This design comes from an exercise in tuning for small area on the open sky130 flow, not from production work.
RTL that was checked went through simulation tests only; none was proved equivalent to the original.
No functional check of the RTL was part of run 2.

--- flow/design.v ---
`timescale 1ns / 1ps
package gmdfs_pkg;
	localparam logic [1:0] DIR_UP    = 2'd0;
	localparam logic [1:0] DIR_LEFT  = 2'd1;
	localparam logic [1:0] DIR_DOWN  = 2'd2;
	localparam logic [1:0] DIR_RIGHT = 2'd3;
endpackage
`timescale 1ns / 1ps
module gmdfs_neigh (
	input  logic [5:0] cur,
	input  logic [1:0] dir,
	output logic [5:0] idx,
	output logic       inb
);
	logic [2:0] row;
	logic [2:0] col;
	assign row = cur[5:3];
	assign col = cur[2:0];
	always_comb begin
		case (dir)
			gmdfs_pkg::DIR_UP: begin
				idx = {row - 3'd1, col};
				inb = row != 3'd0;
			end
			gmdfs_pkg::DIR_LEFT: begin
				idx = {row, col - 3'd1};
				inb = col != 3'd0;
			end
			gmdfs_pkg::DIR_DOWN: begin
				idx = {row + 3'd1, col};
				inb = row != 3'd7;
			end
			default: begin
				idx = {row, col + 3'd1};
				inb = col != 3'd7;
			end
		endcase
	end
endmodule
`timescale 1ns / 1ps
module grid_maze_dfs_path_finder (
	input  logic       clk,
	input  logic       arst_n,
	input  logic       item_valid,
	output logic       item_stall,
	input  logic       cmd,
	input  logic [2:0] cell_row,
	input  logic [2:0] cell_col,
	input  logic       blocked,
	output logic       result_valid,
	input  logic       result_stall,
	output logic       found,
	output logic [2:0] path_row,
	output logic [2:0] path_col,
	output logic       last
);
	localparam logic [2:0] ST_IDLE = 3'd0;
	localparam logic [2:0] ST_EXP  = 3'd1;
	localparam logic [2:0] ST_SCAN = 3'd2;
	localparam logic [2:0] ST_BACK = 3'd3;
	localparam logic [2:0] ST_EMIT = 3'd4;
	localparam logic [2:0] ST_MISS = 3'd5;
	logic [2:0] state_q;
	logic [5:0] cur_q;       
	logic [1:0] dir_q;       
	logic [1:0] first_q;     
	logic       have_q;      
	logic [63:1] vis_r;
	logic [63:1] a_r;
	logic [63:1] b_r;
	logic [63:0] vis_q;
	logic [63:0] a_q;
	logic [63:0] b_q;
	logic [5:0] nb_idx;
	logic       nb_inb;
	gmdfs_neigh u_nb (.cur(cur_q), .dir(dir_q), .idx(nb_idx), .inb(nb_inb));
	logic       rd_self;
	logic [5:0] rd_addr;
	logic       rd_vis;
	logic [1:0] rd_dir;
	assign rd_self = (state_q == ST_BACK) || (state_q == ST_EMIT);
	assign rd_addr = rd_self ? cur_q : nb_idx;
	assign rd_vis  = vis_q[rd_addr];
	assign rd_dir  = {a_q[rd_addr], b_q[rd_addr]};
	logic free;
	logic child;
	assign free  = nb_inb && !rd_vis && !rd_dir[1];
	assign child = nb_inb && rd_vis && (rd_dir == {~dir_q[1], dir_q[0]});
	logic [1:0] mv_dir;
	logic [5:0] mv_idx;
	logic       mv_inb;
	always_comb begin
		case (state_q)
			ST_EXP:  mv_dir = first_q;
			ST_SCAN: mv_dir = dir_q;
			default: mv_dir = rd_dir;
		endcase
	end
	gmdfs_neigh u_mv (.cur(cur_q), .dir(mv_dir), .idx(mv_idx), .inb(mv_inb));
	logic item_acc;
	logic result_acc;
	logic run_go;
	logic load_go;
	logic push;
	assign item_acc   = item_valid && !item_stall;
	assign result_acc = result_valid && !result_stall;
	assign run_go     = item_acc && cmd;
	assign load_go    = item_acc && !cmd;
	assign push       = (state_q == ST_EXP) && free;
	logic at_start;
	assign at_start = cur_q == 6'd0;
	assign item_stall   = state_q != ST_IDLE;
	assign result_valid = (state_q == ST_EMIT) || (state_q == ST_MISS);
	assign found        = state_q == ST_EMIT;
	assign path_row     = cur_q[5:3];
	assign path_col     = cur_q[2:0];
	assign last         = at_start;
	always_ff @(posedge clk or negedge arst_n) begin
		if (!arst_n) begin
			state_q <= ST_IDLE;
		end else begin
			case (state_q)
				ST_IDLE: if (run_go) state_q <= ST_EXP;
				ST_EXP: begin
					if (dir_q == gmdfs_pkg::DIR_RIGHT) begin
						if (have_q || free) state_q <= (mv_idx == 6'd63) ? ST_EMIT : ST_EXP;
						else state_q <= ST_BACK;
					end
				end
				ST_SCAN: begin
					if (child) state_q <= (nb_idx == 6'd63) ? ST_EMIT : ST_EXP;
					else if (dir_q == gmdfs_pkg::DIR_RIGHT) state_q <= ST_BACK;
				end
				ST_BACK: begin
					if (at_start) state_q <= ST_MISS;
					else if (rd_dir != gmdfs_pkg::DIR_LEFT) state_q <= ST_SCAN;
				end
				ST_EMIT: if (result_acc && at_start) state_q <= ST_IDLE;
				ST_MISS: if (result_acc) state_q <= ST_IDLE;
				default: state_q <= ST_IDLE;
			endcase
		end
	end
	always_ff @(posedge clk) begin
		case (state_q)
			ST_IDLE: begin
				cur_q   <= 6'd0;
				dir_q   <= gmdfs_pkg::DIR_UP;
				first_q <= gmdfs_pkg::DIR_RIGHT;
				have_q  <= 1'b0;
			end
			ST_EXP: begin
				dir_q <= dir_q + 2'd1;
				if (free && !have_q) begin
					first_q <= dir_q;
					have_q  <= 1'b1;
				end
				if (dir_q == gmdfs_pkg::DIR_RIGHT) begin
					if (have_q || free) cur_q <= mv_idx;
					first_q <= gmdfs_pkg::DIR_RIGHT;
					have_q  <= 1'b0;
				end
			end
			ST_SCAN: begin
				dir_q <= dir_q + 2'd1;
				if (child) begin
					cur_q <= nb_idx;
					dir_q <= gmdfs_pkg::DIR_UP;
				end
			end
			ST_BACK: begin
				if (!at_start) cur_q <= mv_idx;
				dir_q <= {~rd_dir[1], rd_dir[0]} + 2'd1;
			end
			ST_EMIT: if (result_acc) cur_q <= mv_idx;
			default: ;
		endcase
	end
	logic       wr_en;
	logic [5:0] wr_addr;
	logic       wr_vis;
	logic       wr_a;
	logic       wr_b;
	assign wr_en   = push || (state_q == ST_IDLE && load_go);
	assign wr_addr = (state_q == ST_IDLE) ? {cell_row, cell_col} : nb_idx;
	assign wr_vis  = state_q != ST_IDLE;
	assign wr_a    = (state_q == ST_IDLE) ? blocked : ~dir_q[1];
	assign wr_b    = dir_q[0];
	logic clr;
	assign clr = (state_q == ST_IDLE) && run_go;
	assign vis_q = {vis_r, 1'b1};
	assign a_q   = {a_r, 1'b0};
	assign b_q   = {b_r, 1'b0};
	for (genvar i = 1; i < 64; i++) begin : g_cell
		logic we;
		assign we = wr_en && (wr_addr == 6'(i));
		always_ff @(posedge clk) begin
			if (we) begin
				vis_r[i] <= wr_vis;
				b_r[i]   <= wr_b;
			end else if (clr) begin
				vis_r[i] <= 1'b0;
			end
		end
		always_ff @(posedge clk or negedge arst_n) begin
			if (!arst_n) a_r[i] <= 1'b0;
			else if (we) a_r[i] <= wr_a;
			else if (clr && vis_r[i]) a_r[i] <= 1'b0;
		end
	end
endmodule
--- flow/run.sh ---
#!/bin/bash
# synth_recipe.tcl (not shown) runs the flow's synth.tcl, then flattens the netlist and writes it again
# the make line also repeats each setting of config.mk as NAME=value (left out here)
make -C /OpenROAD-flow-scripts/flow DESIGN_CONFIG=/design/flow/config.mk WORK_HOME=/design/flow/orfs CLKGATE_MAP_FILE= SYNTH_SCRIPT=/design/flow/synth_recipe.tcl finish
--- flow/config.mk ---
export PLATFORM = sky130hd
export DESIGN_NAME = grid_maze_dfs_path_finder
export DESIGN_NICKNAME = grid_maze_dfs_path_finder
export VERILOG_FILES = /design/flow/design.v
export SDC_FILE = /design/flow/constraint.sdc
export NUM_CORES = 4
export LEC_CHECK = 0
export CAP_MARGIN = 20
export CORE_MARGIN = 2
export CORE_UTILIZATION = 40
export SLEW_MARGIN = 20
--- flow/constraint.sdc ---
create_clock -name core_clock -period 7.0 [get_ports {clk}]
set_input_delay 1.4000 -clock core_clock [delete_from_list [all_inputs] [get_ports {clk}]]
set_output_delay 1.4000 -clock core_clock [all_outputs]
set_load 0.01 [all_outputs]
==> results of run 1 <==
[layer usage]
metal | vias to the layer above | track usage (%) | share of wire (%)
met4 | 0 | 7.29 | 3.3
met3 | 89 | 4.45 | 8.9
met2 | 509 | 38.0 | 46
met1 | 5261 | 33.8 | 42
met5 | - | 0 | 0
li1 | 4750 | - | -
[cell families after synthesis]
group / after synthesis
simple gates: 556
compound gates: 295
fa+ha+maj: 11
mux: 108
flops: 203
xor+xnor: 9
buf+inv: 131
[state kept, by name (all words and copies together), names as in the netlist]
register and count:
vis_r 63, dir_q 2, b_r 63, have_q 1
a_r 63, cur_q 6, state_q 3, first_q 2
[placed cells by master, fill, tap and decap left out, types with 6 or more instances in the layout]
| cell | instances |
|---|---|
| dfrtp_1 | 66 |
| nand3_1 | 27 |
| nand2b_1 | 39 |
| nand3b_1 | 6 |
| a21oi_1 | 27 |
| and2_1 | 6 |
| nor3_1 | 41 |
| clkinv_1 | 6 |
| o22ai_1 | 6 |
| ha_1 | 11 |
| mux2i_1 | 86 |
| a211oi_1 | 22 |
| and3_1 | 15 |
| buf_4 | 31 |
| o211ai_1 | 10 |
| inv_1 | 15 |
| edfxtp_1 | 137 |
| nand2_1 | 235 |
| mux4_2 | 15 |
| nor2b_1 | 7 |
| mux2_2 | 7 |
| a32oi_1 | 18 |
| a2111oi_0 | 19 |
| o22a_1 | 6 |
| clkbuf_16 | 24 |
| nand4_1 | 8 |
| a31oi_1 | 17 |
| clkdlybuf4s50_1 | 20 |
| o21ai_0 | 89 |
| nor2_1 | 137 |
[worst register-to-register path, delay by kind of cell, from the launching register on]
family	cells	cell delay (ns)
mux	1	0.64
simple gates	6	2.24
buf+inv	1	0.34
compound gates	4	1.64
flops	1	0.66
[worst min-delay path by stage]
stage,from,to,slack [ns]
after floorplan,a_r[16]$_DFFE_PN0P_,a_r[16]$_DFFE_PN0P_,0.49
after global placement,a_r[35]$_DFFE_PN0P_,a_r[35]$_DFFE_PN0P_,0.51
after detailed placement,a_r[37]$_DFFE_PN0P_,a_r[37]$_DFFE_PN0P_,0.52
after CTS,a_r[37]$_DFFE_PN0P_,a_r[37]$_DFFE_PN0P_,0.53
after global routing,a_r[45]$_DFFE_PN0P_,a_r[45]$_DFFE_PN0P_,0.55
final,a_r[37]$_DFFE_PN0P_,a_r[37]$_DFFE_PN0P_,0.53
[layout make-up]
type | instances | area [um^2] | area share [%]
Multi-Input combinational cell | 979 | 6170 | 44.9
Sequential cell | 203 | 5770 | 41.9
Clock buffer | 30 | 653 | 4.75
Tap cell | 396 | 495 | 3.60
Timing Repair Buffer | 51 | 433 | 3.15
Clock inverter | 14 | 156 | 1.14
Inverter | 18 | 72.6 | 0.528
[through the flow]
step	cell area (um^2)	hold slack, ns
finish	13700	0.530
floorplan	12500	0.495
global route	13700	0.553
detailed placement	12900	0.521
CTS	13700	0.530
global placement	12900	0.510
==> out/results.txt, run 1 <==
The area added between synthesis and finish is 10.1%. The tools report the final standard cell count with taps included and fillers excluded as 1,691. The first global-routing pass estimated 61,300 um of wire. The most numerous cell in the Yosys netlist is nand2_1.

edfxtp_1 takes more of the synthesized area than any other cell. The commonest cells after synthesis are 235 x nand2_1, 137 x edfxtp_1, 137 x nor2_1. The repair_antennas step left the layout with diodes totalling 0.

The final clock period utilization by the worst path works out to 83.4%. The logs give 1,313 for the gate count after technology mapping and 6.04 ns for the arrival time of the worst setup path. The endpoint identified for the worst register-to-register timing path is vis_r[8]$_SDFFCE_PN0P_. In the final routed layout, each cell accounts on average for 23.8 um. The flow ran to the end and the layout has no timing, DRC or antenna violations.

The sum of buffers and inverters on the critical path works out to 1. By startpoint and endpoint, the worst setup path is classified as reg -> reg. The fraction of registers with async set or reset after synthesis is 32.5%. Grouping stages by cell kind, the critical path spends the most delay in simple AND/OR/NAND/NOR gates.

The instance count along the most critical hold path was 2. Clock tree synthesis selected as its root buffer the cell clkbuf_16. In this run the critical register-to-register path is launched from state_q[1]$_DFFE_PN0P_. The portion of synthesized area spent on multiplexers is 10.2%. After filler insertion, the fill cell instance count of the layout stands at 2,955. Before antenna repair, the detailed router went through 5 iterations.

Once detail routing completed, the nets flagged for antenna violations numbered 0. The logic depth of the worst setup path including buffers came out at 12. The type of the most critical hold path is reg -> reg. Pin count of the biggest net entering global routing: 88. Global routing used 24.1% of the available tracks.

The slowest stage of the critical path belongs to the cell o31ai_4.

The Yosys step of the flow raised 2 warnings. The number of port buffers is 21, and the relative slew slack is 30.7%. In the routed layout, each cell is associated on average with a via count of 6.27. The worst setup path is launched from a flip-flop. Setup repair after global routing left no endpoint under its margin. The share of the synthesized netlist area taken by xor and xnor gates was 0.632%. The logs give 9,929 for the number of global-route vias before repair and 0.954 for the placer's final routability congestion estimate. Setup violations remaining at the end of the flow were counted as 0. The share of synthesized area occupied by flip-flops and latches was 46.2%.

The post-layout minimum cycle time is 5.84 ns, and the count of placed standard cells including taps is 1,647. The tools report the total number of H-tree levels as 1. Worst reg-to-reg path cell count: 12. The floorplan has 64 rows. The routed layout has 10,600 vias. The total area inside the core boundary comes to 30,700 um^2.

The number of buffers added by the clock tree synthesis step is 24, and the aggregate global routing overflow is 0. A synthesized cell averages 9.50 um^2. The height of the chip is 181 um, and the maximum number of buffers from clock root to sink is 3.

After clock tree synthesis, the setup repair step added 0 buffers. After layout, the worst setup slack is 1.16 ns. The number of top-level design ports was 22; the net count of the mapped netlist was 1,336.

The run gives 0 as the max-slew violation count. The tools report the hold violation count in the final report as 0. The synthesized netlist devotes 20.3% of its cell area to simple gates.

The final standard cell utilization of the core is 44.8%. The final setup skew was 0.0250 ns. The top cell type by area accounts for 33.0% of the synthesized area. The run gives 40.7% as the initial core utilization.

The delay of the slowest cell on the worst path was 0.72 ns; the setup TNS after final layout was 0 ns. Clock-pin slew was measured on the worst setup and hold paths at 0.06 ns. The worst setup path is captured at a flip-flop. The post-synthesis adder-cell area fraction was 1.10%. The mapped netlist covers 12,500 um^2.

Dominant combinational cell family by area after synthesis: simple AND/OR/NAND/NOR gates. In this run, synthesis inferred 137 flip-flops with an integrated enable. The pre-CTS setup slack is 1.27 ns, and the register bit count reported by yosys is 203. In this run the worst setup path begins at state_q[1]$_DFFE_PN0P_. At the worst endpoint, the required time is 7.20 ns. Hold repair after CTS inserted 0 buffers. Once the clock tree was built, the resizer swapped 0 gates to a different size. The fraction of layout cells with a size suffix above 1 is 9.73%.

The detailed placement HPWL came out at 26,600 um. TritonCTS built the clock tree. The number of violations reported at the end of detailed-routing iteration 0 came out at 1,312. In this run the register-to-register setup slack is 1.16 ns. For the number of sinks driven by the clock tree, the log shows 203.

The slew at the pin with the worst max-slew slack is 1.03 ns. Max-cap violations in this run came to 0. The run gives 0 as the number of antenna violations at the first check in global routing. The run gives 1,300 as the final layout net count.

After detailed routing, the number of remaining DRC violations is 0. Measured along the x axis, the die boundary spans 181 um. The die covers 32,600 um^2. The most used flip-flop cell after synthesis is edfxtp_1. The peak clock frequency supported by timing was 0.171 GHz; the area fraction in compound gates after synthesis was 17.0%. The last element of the critical path was vis_r[8]$_SDFFCE_PN0P_. For this block, the routed nets add up to 40,200 um of wire.

The distinct cell type count after synthesis was 92; the top fanout value on the critical path was 45. The clock insertion delay at the later pin of the skew report was 0.54 ns. Walking the worst path, the cells encountered are or3b_4 -> clkinv_4 -> o31ai_4 -> nand2_4 -> mux4_2 -> o211ai_1 -> nand3_1 -> nand4_1 -> nand4b_1 -> a21oi_1 -> nand2_2 -> o21ai_0. Sorting the synthesized cells by area gives the leading types as edfxtp_1 33%, dfrtp_1 13%, nand2_1 7.1%.
==> run 2, diff against run 1 <==
--- a/flow/design.v
+++ b/flow/design.v
@@ -74,14 +74,18 @@
 	logic [5:0] nb_idx;
 	logic       nb_inb;
 	gmdfs_neigh u_nb (.cur(cur_q), .dir(dir_q), .idx(nb_idx), .inb(nb_inb));
-	logic       rd_self;
-	logic [5:0] rd_addr;
-	logic       rd_vis;
-	logic [1:0] rd_dir;
+	logic        rd_self;
+	logic [5:0]  addr;
+	logic [63:0] sel;
+	logic        rd_vis;
+	logic [1:0]  rd_dir;
 	assign rd_self = (state_q == ST_BACK) || (state_q == ST_EMIT);
-	assign rd_addr = rd_self ? cur_q : nb_idx;
-	assign rd_vis  = vis_q[rd_addr];
-	assign rd_dir  = {a_q[rd_addr], b_q[rd_addr]};
+	assign addr    = (state_q == ST_IDLE) ? {cell_row, cell_col} : rd_self ? cur_q : nb_idx;
+	for (genvar i = 0; i < 64; i++) begin : g_sel
+		assign sel[i] = addr == 6'(i);
+	end
+	assign rd_vis  = |(sel & vis_q);
+	assign rd_dir  = {|(sel & a_q), |(sel & b_q)};
 	logic free;
 	logic child;
 	assign free  = nb_inb && !rd_vis && !rd_dir[1];
@@ -176,35 +180,27 @@
 			default: ;
 		endcase
 	end
-	logic       wr_en;
-	logic [5:0] wr_addr;
-	logic       wr_vis;
-	logic       wr_a;
-	logic       wr_b;
-	assign wr_en   = push || (state_q == ST_IDLE && load_go);
-	assign wr_addr = (state_q == ST_IDLE) ? {cell_row, cell_col} : nb_idx;
-	assign wr_vis  = state_q != ST_IDLE;
-	assign wr_a    = (state_q == ST_IDLE) ? blocked : ~dir_q[1];
-	assign wr_b    = dir_q[0];
+	logic idle;
 	logic clr;
-	assign clr = (state_q == ST_IDLE) && run_go;
+	logic wr_vis;
+	logic wr_a;
+	logic wr_b;
+	assign idle   = state_q == ST_IDLE;
+	assign clr    = idle && run_go;
+	assign wr_vis = !idle && (rd_vis || push);
+	assign wr_a   = idle ? (load_go ? blocked : rd_dir[1] && !rd_vis) : push ? ~dir_q[1] : rd_dir[1];
+	assign wr_b   = push ? dir_q[0] : rd_dir[0];
 	assign vis_q = {vis_r, 1'b1};
 	assign a_q   = {a_r, 1'b0};
 	assign b_q   = {b_r, 1'b0};
 	for (genvar i = 1; i < 64; i++) begin : g_cell
-		logic we;
-		assign we = wr_en && (wr_addr == 6'(i));
 		always_ff @(posedge clk) begin
-			if (we) begin
-				vis_r[i] <= wr_vis;
-				b_r[i]   <= wr_b;
-			end else if (clr) begin
-				vis_r[i] <= 1'b0;
-			end
+			if (sel[i] || clr) vis_r[i] <= wr_vis;
+			if (sel[i]) b_r[i] <= wr_b;
 		end
 		always_ff @(posedge clk or negedge arst_n) begin
 			if (!arst_n) a_r[i] <= 1'b0;
-			else if (we) a_r[i] <= wr_a;
+			else if (sel[i]) a_r[i] <= wr_a;
 			else if (clr && vis_r[i]) a_r[i] <= 1'b0;
 		end
 	end
--- a/flow/config.mk
+++ b/flow/config.mk
@@ -5,7 +5,10 @@
 export SDC_FILE = /design/flow/constraint.sdc
 export NUM_CORES = 4
 export LEC_CHECK = 0
+export ABC_AREA = 1
 export CAP_MARGIN = 20
 export CORE_MARGIN = 2
-export CORE_UTILIZATION = 40
+export CORE_UTILIZATION = 70
+export CTS_CLUSTER_DIAMETER = 60
+export CTS_CLUSTER_SIZE = 30
 export SLEW_MARGIN = 20
==> out/results.txt, run 2 <==
The flow ran to the end and the layout has no timing, DRC or antenna violations. The cell type contributing the most total cell area after synthesis was edfxtp_1. The number of remaining DRC errors was 0. Cells with a size suffix above 1 make up 7.16% of the layout.

Hold repair after CTS inserted 0 buffers. For the wire length reported by the detailed router, the log shows 28,200 um. The root buffer cell was clkbuf_16.

Critical path class: reg -> reg. 22 I/O pins were placed. The type of the most critical hold path is reg -> reg. The library cell used most frequently in the layout, excluding fill and tap cells, is nand2_1. Once detailed placement completed, the half-perimeter wirelength came to 18,700 um.

In the layout the commonest cells are 427 x nand2_1, 216 x nand3_1, 137 x edfxtp_1. Max-slew violation count: 0. For this run the aggregate overflow at the end of global routing stands at 0. In this run, post-CTS repair resized a total of 0 instances. The die is 128 um tall. At the worst endpoint, the arrival time is 5.40 ns. The hold violation count in the final report came out at 0. Average instance area after synthesis: 8.21 um^2. The number of sinks driven by the clock tree is 203. For the finished layout, the period the worst path requires is 5.30 ns. The worst setup path is captured at a flip-flop. The distinct cell type count after synthesis is 40. The synthesized design contains 137 enable-type register cells. The horizontal extent of the die works out to 128 um. For this run, the number of Yosys warnings is 2. On the final layout, the worst clock skew is 0.0551 ns. The worst reg-to-reg path cell count came out at 25. The share of synthesized area occupied by flip-flops and latches is 53.6%.

Routability-driven placement finished with a final weighted congestion of 0.956. The final clock period utilization by the worst path is 75.8%, and the number of fill cells in the layout is 1,136. Of all nets on the critical path, the largest fanout is 39.

Most common cell type on the critical path: nand2_1. TritonCTS built the clock tree. The region available for standard cell placement spans 15,100 um^2. The fraction of registers with async set or reset after synthesis came out at 32.5%. For the pin with the worst max-slew slack, the measured transition is 1.03 ns.

Dominant delay contributor by cell family on the critical path: simple AND/OR/NAND/NOR gates. The most common cell in the synthesized netlist is nand2_1. The logs give 10,800 um^2 for the post-synthesis instance area and 7.09 ns for the required time of the critical path.

The count of TritonRoute iterations in the first routing pass was 5; the average detailed-routed wire length per instance was 18.6 um. After routing, the total negative slack on setup checks comes to 0 ns.

The number of antenna violations at the first check in global routing is 0. Setup repair after global routing left no endpoint under its margin.

Global routing used 35.1% of the available tracks. Setup violations remaining at the end of the flow were counted as 0. Gate count after technology mapping: 1,311. The predominant post-synthesis flop cell was edfxtp_1. The delay of the slowest cell on the worst path was 0.65 ns; the sum of buffers and inverters on the critical path was 3.

Counting buffers and inverters, the worst setup path is 25 cells deep. The number of global-route vias before repair was 8,826. The share of the synthesized area in the top cell type is 38.2%, and the number of violations of the max-capacitance limit is 0. Counting instances in the post-synthesis netlist gives the leading cell types as 427 x nand2_1, 216 x nand3_1, 137 x edfxtp_1. The average via count per standard cell was 6.05; the number of antenna diodes was 0. Once detail routing completed, the nets flagged for antenna violations numbered 0. Final layout net count: 1,341.

The tools report the number of buffers added by the clock tree synthesis step as 15. For this run, the top clock speed supported by timing is 0.189 GHz. The number of port buffers was 21; the area of the die was 16,400 um^2. In the final layout, the registers with the most flip-flops are a_r (63), b_r (63), vis_r (63). The area added between synthesis and finish was 7.73%; the relative slew slack was 31.1%. Counting instances, the worst hold path has a depth of 2. The clock-pin slew reported for the worst setup and hold paths after clock tree synthesis was 0.09 ns. The worst hold margin is 0.520 ns.

The tools report the critical path launch point type as a flip-flop. The pin count of the biggest net entering global routing is 67, and the number of violations reported at the end of detailed-routing iteration 0 is 1,070. Counting along the longest clock path gives a buffer depth of 3.

The number of nets handed over by synthesis was 1,334. The post-CTS setup buffer count is 0. The first global-routing pass estimated 44,700 um of wire. For the initial core utilization, the log shows 71.3%. The tools report the number of vias in the routed layout as 9,166.

Slowest cell on the critical path: nor3_1. By area the synthesized netlist is led by edfxtp_1 38%, dfrtp_1 15%, nand2_1 15%. The register bit count reported by yosys was 203; the clock insertion delay at the later pin of the skew report was 0.52 ns.

The total number of H-tree levels was 1; the placement row count was 45.
## run 2: changes by cell type after synthesis, moves of 76 or more
| cell | change |
|---|---|
| mux2i_1 | -86 |
| nand3_1 | +188 |
| nand2_1 | +192 |
| inv_1 | +101 |
| o21ai_0 | -76 |
## run 2: final timing paths
path                       slack, ns                endpoint           startpoint
min                             0.52     a_r[59]$_DFFE_PN0P_  a_r[59]$_DFFE_PN0P_
min reg2reg                     0.52     a_r[59]$_DFFE_PN0P_  a_r[59]$_DFFE_PN0P_
max reg2reg                     1.70      cur_q[1]$_DFFE_PP_   dir_q[0]$_DFFE_PP_
max                             1.70      cur_q[1]$_DFFE_PP_   dir_q[0]$_DFFE_PP_
min in group asynchronous       0.99  state_q[2]$_DFFE_PN0P_               arst_n
max in group asynchronous       5.23     a_r[42]$_DFFE_PN0P_               arst_n
## run 2: area by class of cell
class	instances	area, um^2	share of cell area (%)
Sequential cell	203	5770	49.7
Multi-Input combinational cell	936	4280	36.9
Inverter	129	484	4.18
Clock buffer	16	379	3.27
Timing Repair Buffer	33	323	2.78
Tap cell	188	235	2.03
Clock inverter	10	133	1.14
## run 2: logic make-up (layout without fill, tap and decap cells)
logic type	count (synthesis)	in the layout	synth area share (%)
compound gates	101	101	5.16
xor+xnor	2	2	0.163
fa+ha+maj	11	11	1.28
buf+inv	172	188	7.03
flops	203	203	53.6
simple gates	822	822	32.8
## run 2: layer usage
| metal | vias up | global-route usage (%) | wire length, um |
|---|---|---|---|
| met3 | 71 | 6.01 | 2550 |
| li1 | 4312 | - | - |
| met1 | 4292 | 47.9 | 11500 |
| met2 | 491 | 57.7 | 13300 |
| met5 | - | 0 | 0 |
| met4 | 0 | 12.5 | 860 |
## run 2: stage by stage
stage / setup slack [ns] / std cells / util [%] / area (um^2)
2_1_floorplan: 0.903 / 1311 / - / 10800
3_3_place_gp: 1.58 / 1489 / 73.4 / 11100
3_5_place_dp: 1.37 / 1489 / 73.4 / 11100
4_1_cts: 1.73 / 1515 / 76.8 / 11600
5_1_grt: 1.15 / 1515 / 76.8 / 11600
6_report: 1.70 / 1515 / 76.8 / 11600
## run 2: tightest hold or removal path: stages, from the launching register on
cell,delay (ns)
dfrtp_1,0.35
nand3_1,0.07
o21ai_1,0.06

-- afterwards: timing with drivers on the ports --
No port has a modelled driver above. Below, the same layouts with a new extraction and two added sets of constraints.
Step 1: set_driving_cell puts a clkbuf_16 on clk and a buf_2 on each other input, an assumption about the parent block.
Step 2 also shifts input and output timing later by t, the mid clock arrival at the registers, as if the neighbouring blocks saw the same clock.
Slacks: ideal / step 1 / step 2; pairs: ideal / step 1.
run	t (ns)	setup slack, ns	worst register clock-pin slew, ns
run 1	0.575	1.164 / 1.164 / 1.164	0.06 / 0.06
run 2	0.534	1.697 / 1.697 / 1.335	0.10 / 0.10
After both steps every run listed still meets setup and hold. The setup slack of run 2, which loses most, moves by 0.000 ns with the drivers and by -0.362 ns with both steps.
